This is an optimization exercise on Yosys and OpenROAD, whose aim is small area and a short achievable clock period, not a production implementation.
At most, simulation tests tie the RTL to the original design; equivalence was not proved.

==> run a <==
## posit_unit
module posit_unit (
    input  logic        clk,
    input  logic        rst_n,
    input  logic        in_valid,
    input  logic [1:0]  op,
    input  logic [15:0] a,
    input  logic [15:0] b,
    output logic        out_valid,
    output logic [15:0] result
);
    logic        sa, sb, sb_eff;
    logic [14:0] ma, mb;
    logic signed [5:0] ta, tb;
    logic [11:0] fa, fb;
    logic        ha, hb;
    logic        a_zero, b_zero, a_nar, b_nar;
    logic        nar_res, zero_res;
    assign sa = a[15];
    assign sb = b[15];
    assign ma = (a[14:0] ^ {15{sa}}) + 15'(sa);
    assign mb = (b[14:0] ^ {15{sb}}) + 15'(sb);
    assign sb_eff = sb ^ (op == 2'd1);
    posit_decode deca_i (.mag(ma), .te(ta), .frac(fa), .hid(ha));
    posit_decode decb_i (.mag(mb), .te(tb), .frac(fb), .hid(hb));
    logic [15:0] ds, dc;
    logic [3:0]  dqp, dqn;
    div_head #(.K(2)) div_head_i (
        .f1(fa), .f2(fb), .s_out(ds), .c_out(dc), .qpos(dqp), .qneg(dqn)
    );
  ...
clock: 80.0 ns
lec_check: 0
abc_area: 1
cap_margin: 50
core_margin: 2
core_utilization: 60
gpl_timing_driven: 1
slew_margin: 70
run.sh (not shown) runs the stock make flow with config.mk's settings and CLKGATE_MAP_FILE= SYNTH_SCRIPT=/design/flow/synth_recipe.tcl, a recipe that flattens the netlist after the stock synthesis.
==> run b (differences from run a) <==
--- a/flow/design.v
+++ b/flow/design.v
@@ -55,13 +55,17 @@
     assign dsat = (d > 7'd15) ? 4'd15 : d[3:0];
     assign bg      = {mant1, 2'b00};
     assign sml    = {mant2, 2'b00};
     assign small_sh = sml >> dsat;
     assign lowmask  = ~(15'h7fff << dsat);
     assign stk      = |(sml & lowmask);
-    assign r = eff_sub ? {1'b0, bg - small_sh - 15'(stk)} : {1'b0, bg} + {1'b0, small_sh};
+    logic [15:0] sum;
+    rca #(.W(15)) add_i (
+        .a(bg), .b(small_sh ^ {15{eff_sub}}), .cin(eff_sub & !stk), .s(sum)
+    );
+    assign r = {sum[15] & !eff_sub, sum[14:0]};
     always_comb begin
         lz = 5'd16;
         for (int i = 0; i < 16; i++) begin
             if (r[i]) lz = 5'(15 - i);
         end
     end
@@ -69,26 +73,43 @@
     assign frac    = n[14:3];
     assign guard   = n[2];
     assign sticky  = n[1] | n[0] | stk;
     assign te_out  = 7'(te1) + 7'sd1 - 7'(lz);
     assign is_zero = (r == 16'd0);
 endmodule
+module rca #(
+    parameter W = 16
+) (
+    input  logic [W-1:0] a,
+    input  logic [W-1:0] b,
+    input  logic         cin,
+    output logic [W:0]   s
+);
+    logic [W:0] cy;
+    assign cy[0] = cin;
+    for (genvar i = 0; i < W; i++) begin : g_bit
+        assign s[i]    = a[i] ^ b[i] ^ cy[i];
+        assign cy[i+1] = (a[i] & b[i]) | (a[i] & cy[i]) | (b[i] & cy[i]);
+    end
+    assign s[W] = cy[W];
+endmodule
 `timescale 1ns/1ps
 module core_mul (
     input  logic signed [5:0] te1,
     input  logic signed [5:0] te2,
     input  logic [11:0]       f1,
     input  logic [11:0]       f2,
     output logic signed [6:0] te_out,
     output logic [11:0]       frac,
     output logic              guard,
     output logic              sticky
 );
     logic [25:0] p;
-    logic        ovf;
+    logic        ovf, kc;
     logic t1, t2, t3, t4, t5, t6, t7, t8, t9, t10, t11, t12, t13, t14, t15, t16, t17, t18, t19, t20, t21, t22, t23, t24, t25, t26, t27, t28, t29, t30, t31, t32, t33, t34, t35, t36, t37, t38, t39, t40, t41, t42, t43, t44, t45, t46, t47, t48, t49, t50, t51, t52, t53, t54, t55, t56, t57, t58, t59, t60, t61, t62, t63, t64, t65, t66, t67, t68, t69, t70, t71, t72, t73, t74, t75, t76, t77, t78, t79, t80, t81, t82, t83, t84, t85, t86, t87, t88, t89, t90, t91, t92, t93, t94, t95, t96, t97, t98, t99, t100, t101, t102, t103, t104, t105, t106, t107, t108, t109, t110, t111, t112, t113, t114, t115, t116, t117, t118, t119, t120, t121, t122, t123, t124, t125, t126, t127, t128, t129, t130, t131, t132, t133, t134, t135, t136, t137, t138, t139, t140, t141, t142, t143, t144, t145, t146, t147, t148, t149, t150, t151, t152, t153, t154, t155, t156, t157, t158, t159, t160, t161, t162, t163, t164, t165, t166, t167, t168, t169, t170, t171, t172, t173, t174, t175, t176, t177, t178, t179, t180, t181, t182, t183, t184, t185, t186, t187, t188, t189, t190, t191, t192, t193, t194, t195, t196, t197, t198, t199, t200, t201, t202, t203, t204, t205, t206, t207, t208, t209, t210, t211, t212, t213, t214, t215, t216, t217, t218, t219, t220, t221, t222, t223, t224, t225, t226, t227, t228, t229, t230, t231, t232, t233, t234, t235, t236, t237, t238, t239, t240, t241, t242, t243, t244, t245, t246, t247, t248, t249, t250, t251, t252, t253, t254, t255, t256, t257, t258, t259, t260, t261, t262, t263, t264, t265, t266, t267, t268, t269, t270, t271, t272, t273, t274, t275, t276, t277, t278, t279, t280, t281, t282, t283, t284, t285, t286, t287, t288, t289, t290, t291, t292, t293, t294, t295, t296, t297, t298, t299, t300, t301, t302, t303, t304, t305, t306, t307, t308, t309, t310, t311, t312, t313, t314, t315, t316, t317, t318, t319, t320, t321, t322, t323, t324, t325, t326, t327, t328, t329, t330, t331, t332, t333, t334, t335, t336, t337, t338, t339, t340, t341, t342, t343, t344, t345, t346, t347, t348, t349, t350, t351, t352, t353, t354, t355, t356, t357, t358, t359, t360, t361, t362, t363, t364, t365, t366, t367, t368, t369, t370, t371, t372, t373, t374, t375, t376, t377, t378, t379, t380, t381, t382, t383, t384, t385, t386, t387, t388, t389, t390, t391, t392, t393, t394, t395, t396, t397, t398, t399, t400, t401, t402, t403, t404, t405, t406, t407, t408, t409, t410, t411, t412, t413, t414, t415, t416, t417, t418, t419, t420, t421, t422, t423, t424, t425, t426, t427, t428, t429, t430, t431, t432, t433, t434, t435, t436, t437, t438, t439, t440, t441, t442, t443, t444, t445, t446, t447, t448, t449, t450, t451, t452, t453, t454, t455, t456, t457, t458;
+    assign kc = 1'b1;
     assign t1 = (f1[0] & f2[0]);
     assign t2 = (f1[0] & f2[1]);
     assign t3 = (f1[1] & f2[0]);
     assign t4 = (f1[0] & f2[2]);
     assign t5 = (f1[1] & f2[1]);
     assign t6 = (f1[2] & f2[0]);
@@ -561,14 +582,14 @@
     assign t451 = t404 ^ t405 ^ t450;
     assign t452 = (t404 & t405) | (t404 & t450) | (t405 & t450);
     assign p[22] = t451;
     assign t453 = t406 ^ t407 ^ t452;
     assign t454 = (t406 & t407) | (t406 & t452) | (t407 & t452);
     assign p[23] = t453;
-    assign t455 = 1'b1 ^ t408 ^ t454;
-    assign t456 = (1'b1 & t408) | (1'b1 & t454) | (t408 & t454);
+    assign t455 = kc ^ t408 ^ t454;
+    assign t456 = (kc & t408) | (kc & t454) | (t408 & t454);
     assign p[24] = t455;
     assign t457 = 1'b0 ^ t456;
     assign t458 = 1'b0 & t456;
     assign p[25] = t457;
     assign ovf    = p[25];
     assign frac   = ovf ? p[24:13] : p[23:12];
@@ -601,15 +622,15 @@
         assign ltm2 = 1'b0;
     end else begin : g_sel
         logic signed [6:0] est;
         logic              ge1, ltm1;
         assign est  = s[15:9] + c[15:9];
         assign ge2  = est >= $signed({1'b0, m2});
-        assign ge1  = est >= $signed({1'b0, m1});
+        assign ge1  = m1[1] ? (est >= 7'sd6) : (est >= 7'sd4);
         assign ltm2 = est < $signed(~{1'b0, m2});
-        assign ltm1 = est < $signed(~{1'b0, m1});
+        assign ltm1 = m1[1] ? (est < -7'sd7) : (est < -7'sd5);
         assign sub  = ge1;
         assign two  = ge2 | ltm2;
         assign one  = (ge1 | ltm1) & !two;
     end
     assign mag  = two ? d2 : (one ? d1 : 16'd0);
     assign x    = mag ^ {16{sub}};
Settings changed: CAP_MARGIN 50 to 70, CORE_UTILIZATION 60 to 55, SLEW_MARGIN 70 to 90.
==> run c (differences from run a) <==
--- a/flow/design.v
+++ b/flow/design.v
@@ -55,13 +55,17 @@
     assign dsat = (d > 7'd15) ? 4'd15 : d[3:0];
     assign bg      = {mant1, 2'b00};
     assign sml    = {mant2, 2'b00};
     assign small_sh = sml >> dsat;
     assign lowmask  = ~(15'h7fff << dsat);
     assign stk      = |(sml & lowmask);
-    assign r = eff_sub ? {1'b0, bg - small_sh - 15'(stk)} : {1'b0, bg} + {1'b0, small_sh};
+    logic [15:0] sum;
+    rca #(.W(15)) add_i (
+        .a(bg), .b(small_sh ^ {15{eff_sub}}), .cin(eff_sub & !stk), .s(sum)
+    );
+    assign r = {sum[15] & !eff_sub, sum[14:0]};
     always_comb begin
         lz = 5'd16;
         for (int i = 0; i < 16; i++) begin
             if (r[i]) lz = 5'(15 - i);
         end
     end
@@ -69,26 +73,43 @@
     assign frac    = n[14:3];
     assign guard   = n[2];
     assign sticky  = n[1] | n[0] | stk;
     assign te_out  = 7'(te1) + 7'sd1 - 7'(lz);
     assign is_zero = (r == 16'd0);
 endmodule
+module rca #(
+    parameter W = 16
+) (
+    input  logic [W-1:0] a,
+    input  logic [W-1:0] b,
+    input  logic         cin,
+    output logic [W:0]   s
+);
+    logic [W:0] cy;
+    assign cy[0] = cin;
+    for (genvar i = 0; i < W; i++) begin : g_bit
+        assign s[i]    = a[i] ^ b[i] ^ cy[i];
+        assign cy[i+1] = (a[i] & b[i]) | (a[i] & cy[i]) | (b[i] & cy[i]);
+    end
+    assign s[W] = cy[W];
+endmodule
 `timescale 1ns/1ps
 module core_mul (
     input  logic signed [5:0] te1,
     input  logic signed [5:0] te2,
     input  logic [11:0]       f1,
     input  logic [11:0]       f2,
     output logic signed [6:0] te_out,
     output logic [11:0]       frac,
     output logic              guard,
     output logic              sticky
 );
     logic [25:0] p;
-    logic        ovf;
+    logic        ovf, kc;
     logic t1, t2, t3, t4, t5, t6, t7, t8, t9, t10, t11, t12, t13, t14, t15, t16, t17, t18, t19, t20, t21, t22, t23, t24, t25, t26, t27, t28, t29, t30, t31, t32, t33, t34, t35, t36, t37, t38, t39, t40, t41, t42, t43, t44, t45, t46, t47, t48, t49, t50, t51, t52, t53, t54, t55, t56, t57, t58, t59, t60, t61, t62, t63, t64, t65, t66, t67, t68, t69, t70, t71, t72, t73, t74, t75, t76, t77, t78, t79, t80, t81, t82, t83, t84, t85, t86, t87, t88, t89, t90, t91, t92, t93, t94, t95, t96, t97, t98, t99, t100, t101, t102, t103, t104, t105, t106, t107, t108, t109, t110, t111, t112, t113, t114, t115, t116, t117, t118, t119, t120, t121, t122, t123, t124, t125, t126, t127, t128, t129, t130, t131, t132, t133, t134, t135, t136, t137, t138, t139, t140, t141, t142, t143, t144, t145, t146, t147, t148, t149, t150, t151, t152, t153, t154, t155, t156, t157, t158, t159, t160, t161, t162, t163, t164, t165, t166, t167, t168, t169, t170, t171, t172, t173, t174, t175, t176, t177, t178, t179, t180, t181, t182, t183, t184, t185, t186, t187, t188, t189, t190, t191, t192, t193, t194, t195, t196, t197, t198, t199, t200, t201, t202, t203, t204, t205, t206, t207, t208, t209, t210, t211, t212, t213, t214, t215, t216, t217, t218, t219, t220, t221, t222, t223, t224, t225, t226, t227, t228, t229, t230, t231, t232, t233, t234, t235, t236, t237, t238, t239, t240, t241, t242, t243, t244, t245, t246, t247, t248, t249, t250, t251, t252, t253, t254, t255, t256, t257, t258, t259, t260, t261, t262, t263, t264, t265, t266, t267, t268, t269, t270, t271, t272, t273, t274, t275, t276, t277, t278, t279, t280, t281, t282, t283, t284, t285, t286, t287, t288, t289, t290, t291, t292, t293, t294, t295, t296, t297, t298, t299, t300, t301, t302, t303, t304, t305, t306, t307, t308, t309, t310, t311, t312, t313, t314, t315, t316, t317, t318, t319, t320, t321, t322, t323, t324, t325, t326, t327, t328, t329, t330, t331, t332, t333, t334, t335, t336, t337, t338, t339, t340, t341, t342, t343, t344, t345, t346, t347, t348, t349, t350, t351, t352, t353, t354, t355, t356, t357, t358, t359, t360, t361, t362, t363, t364, t365, t366, t367, t368, t369, t370, t371, t372, t373, t374, t375, t376, t377, t378, t379, t380, t381, t382, t383, t384, t385, t386, t387, t388, t389, t390, t391, t392, t393, t394, t395, t396, t397, t398, t399, t400, t401, t402, t403, t404, t405, t406, t407, t408, t409, t410, t411, t412, t413, t414, t415, t416, t417, t418, t419, t420, t421, t422, t423, t424, t425, t426, t427, t428, t429, t430, t431, t432, t433, t434, t435, t436, t437, t438, t439, t440, t441, t442, t443, t444, t445, t446, t447, t448, t449, t450, t451, t452, t453, t454, t455, t456, t457, t458;
+    assign kc = 1'b1;
     assign t1 = (f1[0] & f2[0]);
     assign t2 = (f1[0] & f2[1]);
     assign t3 = (f1[1] & f2[0]);
     assign t4 = (f1[0] & f2[2]);
     assign t5 = (f1[1] & f2[1]);
     assign t6 = (f1[2] & f2[0]);
@@ -561,14 +582,14 @@
     assign t451 = t404 ^ t405 ^ t450;
     assign t452 = (t404 & t405) | (t404 & t450) | (t405 & t450);
     assign p[22] = t451;
     assign t453 = t406 ^ t407 ^ t452;
     assign t454 = (t406 & t407) | (t406 & t452) | (t407 & t452);
     assign p[23] = t453;
-    assign t455 = 1'b1 ^ t408 ^ t454;
-    assign t456 = (1'b1 & t408) | (1'b1 & t454) | (t408 & t454);
+    assign t455 = kc ^ t408 ^ t454;
+    assign t456 = (kc & t408) | (kc & t454) | (t408 & t454);
     assign p[24] = t455;
     assign t457 = 1'b0 ^ t456;
     assign t458 = 1'b0 & t456;
     assign p[25] = t457;
     assign ovf    = p[25];
     assign frac   = ovf ? p[24:13] : p[23:12];
@@ -601,15 +622,15 @@
         assign ltm2 = 1'b0;
     end else begin : g_sel
         logic signed [6:0] est;
         logic              ge1, ltm1;
         assign est  = s[15:9] + c[15:9];
         assign ge2  = est >= $signed({1'b0, m2});
-        assign ge1  = est >= $signed({1'b0, m1});
+        assign ge1  = m1[1] ? (est >= 7'sd6) : (est >= 7'sd4);
         assign ltm2 = est < $signed(~{1'b0, m2});
-        assign ltm1 = est < $signed(~{1'b0, m1});
+        assign ltm1 = m1[1] ? (est < -7'sd7) : (est < -7'sd5);
         assign sub  = ge1;
         assign two  = ge2 | ltm2;
         assign one  = (ge1 | ltm1) & !two;
     end
     assign mag  = two ? d2 : (one ? d1 : 16'd0);
     assign x    = mag ^ {16{sub}};
Settings changed: CAP_MARGIN 50 to 30, SLEW_MARGIN 70 to 50.
==> run d (differences from run a) <==
--- a/flow/design.v
+++ b/flow/design.v
@@ -55,13 +55,17 @@
     assign dsat = (d > 7'd15) ? 4'd15 : d[3:0];
     assign bg      = {mant1, 2'b00};
     assign sml    = {mant2, 2'b00};
     assign small_sh = sml >> dsat;
     assign lowmask  = ~(15'h7fff << dsat);
     assign stk      = |(sml & lowmask);
-    assign r = eff_sub ? {1'b0, bg - small_sh - 15'(stk)} : {1'b0, bg} + {1'b0, small_sh};
+    logic [15:0] sum;
+    rca #(.W(15)) add_i (
+        .a(bg), .b(small_sh ^ {15{eff_sub}}), .cin(eff_sub & !stk), .s(sum)
+    );
+    assign r = {sum[15] & !eff_sub, sum[14:0]};
     always_comb begin
         lz = 5'd16;
         for (int i = 0; i < 16; i++) begin
             if (r[i]) lz = 5'(15 - i);
         end
     end
@@ -69,26 +73,43 @@
     assign frac    = n[14:3];
     assign guard   = n[2];
     assign sticky  = n[1] | n[0] | stk;
     assign te_out  = 7'(te1) + 7'sd1 - 7'(lz);
     assign is_zero = (r == 16'd0);
 endmodule
+module rca #(
+    parameter W = 16
+) (
+    input  logic [W-1:0] a,
+    input  logic [W-1:0] b,
+    input  logic         cin,
+    output logic [W:0]   s
+);
+    logic [W:0] cy;
+    assign cy[0] = cin;
+    for (genvar i = 0; i < W; i++) begin : g_bit
+        assign s[i]    = a[i] ^ b[i] ^ cy[i];
+        assign cy[i+1] = (a[i] & b[i]) | (a[i] & cy[i]) | (b[i] & cy[i]);
+    end
+    assign s[W] = cy[W];
+endmodule
 `timescale 1ns/1ps
 module core_mul (
     input  logic signed [5:0] te1,
     input  logic signed [5:0] te2,
     input  logic [11:0]       f1,
     input  logic [11:0]       f2,
     output logic signed [6:0] te_out,
     output logic [11:0]       frac,
     output logic              guard,
     output logic              sticky
 );
     logic [25:0] p;
-    logic        ovf;
+    logic        ovf, kc;
     logic t1, t2, t3, t4, t5, t6, t7, t8, t9, t10, t11, t12, t13, t14, t15, t16, t17, t18, t19, t20, t21, t22, t23, t24, t25, t26, t27, t28, t29, t30, t31, t32, t33, t34, t35, t36, t37, t38, t39, t40, t41, t42, t43, t44, t45, t46, t47, t48, t49, t50, t51, t52, t53, t54, t55, t56, t57, t58, t59, t60, t61, t62, t63, t64, t65, t66, t67, t68, t69, t70, t71, t72, t73, t74, t75, t76, t77, t78, t79, t80, t81, t82, t83, t84, t85, t86, t87, t88, t89, t90, t91, t92, t93, t94, t95, t96, t97, t98, t99, t100, t101, t102, t103, t104, t105, t106, t107, t108, t109, t110, t111, t112, t113, t114, t115, t116, t117, t118, t119, t120, t121, t122, t123, t124, t125, t126, t127, t128, t129, t130, t131, t132, t133, t134, t135, t136, t137, t138, t139, t140, t141, t142, t143, t144, t145, t146, t147, t148, t149, t150, t151, t152, t153, t154, t155, t156, t157, t158, t159, t160, t161, t162, t163, t164, t165, t166, t167, t168, t169, t170, t171, t172, t173, t174, t175, t176, t177, t178, t179, t180, t181, t182, t183, t184, t185, t186, t187, t188, t189, t190, t191, t192, t193, t194, t195, t196, t197, t198, t199, t200, t201, t202, t203, t204, t205, t206, t207, t208, t209, t210, t211, t212, t213, t214, t215, t216, t217, t218, t219, t220, t221, t222, t223, t224, t225, t226, t227, t228, t229, t230, t231, t232, t233, t234, t235, t236, t237, t238, t239, t240, t241, t242, t243, t244, t245, t246, t247, t248, t249, t250, t251, t252, t253, t254, t255, t256, t257, t258, t259, t260, t261, t262, t263, t264, t265, t266, t267, t268, t269, t270, t271, t272, t273, t274, t275, t276, t277, t278, t279, t280, t281, t282, t283, t284, t285, t286, t287, t288, t289, t290, t291, t292, t293, t294, t295, t296, t297, t298, t299, t300, t301, t302, t303, t304, t305, t306, t307, t308, t309, t310, t311, t312, t313, t314, t315, t316, t317, t318, t319, t320, t321, t322, t323, t324, t325, t326, t327, t328, t329, t330, t331, t332, t333, t334, t335, t336, t337, t338, t339, t340, t341, t342, t343, t344, t345, t346, t347, t348, t349, t350, t351, t352, t353, t354, t355, t356, t357, t358, t359, t360, t361, t362, t363, t364, t365, t366, t367, t368, t369, t370, t371, t372, t373, t374, t375, t376, t377, t378, t379, t380, t381, t382, t383, t384, t385, t386, t387, t388, t389, t390, t391, t392, t393, t394, t395, t396, t397, t398, t399, t400, t401, t402, t403, t404, t405, t406, t407, t408, t409, t410, t411, t412, t413, t414, t415, t416, t417, t418, t419, t420, t421, t422, t423, t424, t425, t426, t427, t428, t429, t430, t431, t432, t433, t434, t435, t436, t437, t438, t439, t440, t441, t442, t443, t444, t445, t446, t447, t448, t449, t450, t451, t452, t453, t454, t455, t456, t457, t458;
+    assign kc = 1'b1;
     assign t1 = (f1[0] & f2[0]);
     assign t2 = (f1[0] & f2[1]);
     assign t3 = (f1[1] & f2[0]);
     assign t4 = (f1[0] & f2[2]);
     assign t5 = (f1[1] & f2[1]);
     assign t6 = (f1[2] & f2[0]);
@@ -561,14 +582,14 @@
     assign t451 = t404 ^ t405 ^ t450;
     assign t452 = (t404 & t405) | (t404 & t450) | (t405 & t450);
     assign p[22] = t451;
     assign t453 = t406 ^ t407 ^ t452;
     assign t454 = (t406 & t407) | (t406 & t452) | (t407 & t452);
     assign p[23] = t453;
-    assign t455 = 1'b1 ^ t408 ^ t454;
-    assign t456 = (1'b1 & t408) | (1'b1 & t454) | (t408 & t454);
+    assign t455 = kc ^ t408 ^ t454;
+    assign t456 = (kc & t408) | (kc & t454) | (t408 & t454);
     assign p[24] = t455;
     assign t457 = 1'b0 ^ t456;
     assign t458 = 1'b0 & t456;
     assign p[25] = t457;
     assign ovf    = p[25];
     assign frac   = ovf ? p[24:13] : p[23:12];
@@ -601,15 +622,15 @@
         assign ltm2 = 1'b0;
     end else begin : g_sel
         logic signed [6:0] est;
         logic              ge1, ltm1;
         assign est  = s[15:9] + c[15:9];
         assign ge2  = est >= $signed({1'b0, m2});
-        assign ge1  = est >= $signed({1'b0, m1});
+        assign ge1  = m1[1] ? (est >= 7'sd6) : (est >= 7'sd4);
         assign ltm2 = est < $signed(~{1'b0, m2});
-        assign ltm1 = est < $signed(~{1'b0, m1});
+        assign ltm1 = m1[1] ? (est < -7'sd7) : (est < -7'sd5);
         assign sub  = ge1;
         assign two  = ge2 | ltm2;
         assign one  = (ge1 | ltm1) & !two;
     end
     assign mag  = two ? d2 : (one ? d1 : 16'd0);
     assign x    = mag ^ {16{sub}};
==> summary of the runs <==
- Of run d and run a, run d has the higher worst setup slack (gap 0.91 ns).
- Wire length: run a > run d > run c.
- Of run d and run a, run d has the higher non-clock buffer count (gap 10).
- The lowest hold slack belongs to run c, the highest to run a.
- Against run a, the fmax of run d is higher by 3.6%.
- Run d passed the timing, design-rule and antenna checks. Run b died in 3_5_place_dp (DPL-0038). Run c produced a clean layout. Run a passed the timing, design-rule and antenna checks.
- Global-route usage is about the same in run c and run d.
- Sequential cell count is the same in run c and run a.
==> figures <==
| quantity | run a | run c | run b | run d |
|---|---|---|---|---|
| Hold path startpoint | valid_q | nar_q | - | nar_q |
| Largest net degree at the start of global routing | 66 | 65 | - | 65 |
| Critical path data required time | 80.26 ns | 80.29 ns | - | 80.25 ns |
| Top-area cell type share of the netlist area | 16.5% | 18.2% | 18.2% | 18.2% |
| Fin. max-slew vios | 0 | 0 | - | 0 |
| CTS tree | done | done | - | done |
| Seq area share | 7.65% | 8.11% | - | 8.03% |
| Number of flip-flops in the largest register | 15 | 15 | - | 15 |
| Total number of nets in the final design | 4427 | 4214 | - | 4216 |
| Run status | no timing/DRC/antenna violations | no timing/DRC/antenna violations | aborted with a tool error | no timing/DRC/antenna violations |
| Failing step | - | - | 3_5_place_dp | - |
| Length of routed met2 wiring | 36.8 mm | 33.3 mm | - | 33.9 mm |
| Number of filler instances in the final layout | 4007 | 3752 | - | 3768 |
| Number of resized instances in the post-cts repair step | 0 | 0 | - | 0 |
| Hold-fix buffers at CTS | 0 | 0 | - | 0 |
| Kind of capture point of the worst setup path | flip-flop | flip-flop | - | flip-flop |
| Clock-pin slew of the registers on the worst-case setup and hold paths | 0.09 ns | 0.08 ns | - | 0.08 ns |
| CTS H-tree depth | 3 | 3 | - | 3 |
| Clock Sink Count | 106 | 106 | - | 106 |
| Buffer cell driving the clock tree root | sky130_fd_sc_hd__clkbuf_16 | sky130_fd_sc_hd__clkbuf_16 | - | sky130_fd_sc_hd__clkbuf_16 |
Only the layout flow was run in run a; the RTL was not checked for function there.

## re-timing with driven ports
The flow's constraints put no driver on any port. The routed layouts listed below were extracted and timed again, unchanged, in two steps.
Step 1 sets driving cells, clkbuf_16 on the clock port and buf_2 on the other inputs (assumed; they add their load-dependent delay and slew).
Step 2, shift: input delay + t, output delay - t, t = (earliest + latest rising clock arrival at the registers) / 2. This alone moves slack from input paths to output paths.
a / b / c = ideal ports / drivers / drivers and shift; a / b = the first two.
run	shift t [ns]	setup slack, ns	worst setup path at the end	clock arrival spread, ns
run a	0.439	54.033 / 54.070 / 53.631	input to register	0.017 / 0.017
run c	0.430	53.411 / 53.411 / 53.411	register to register	0.015 / 0.016
run d	0.436	54.947 / 54.970 / 54.533	input to register	0.023 / 0.023
After both steps setup and hold are still met in every run listed. The setup slack of run d, which loses most, moves by +0.023 ns with the drivers and by -0.414 ns with both steps.
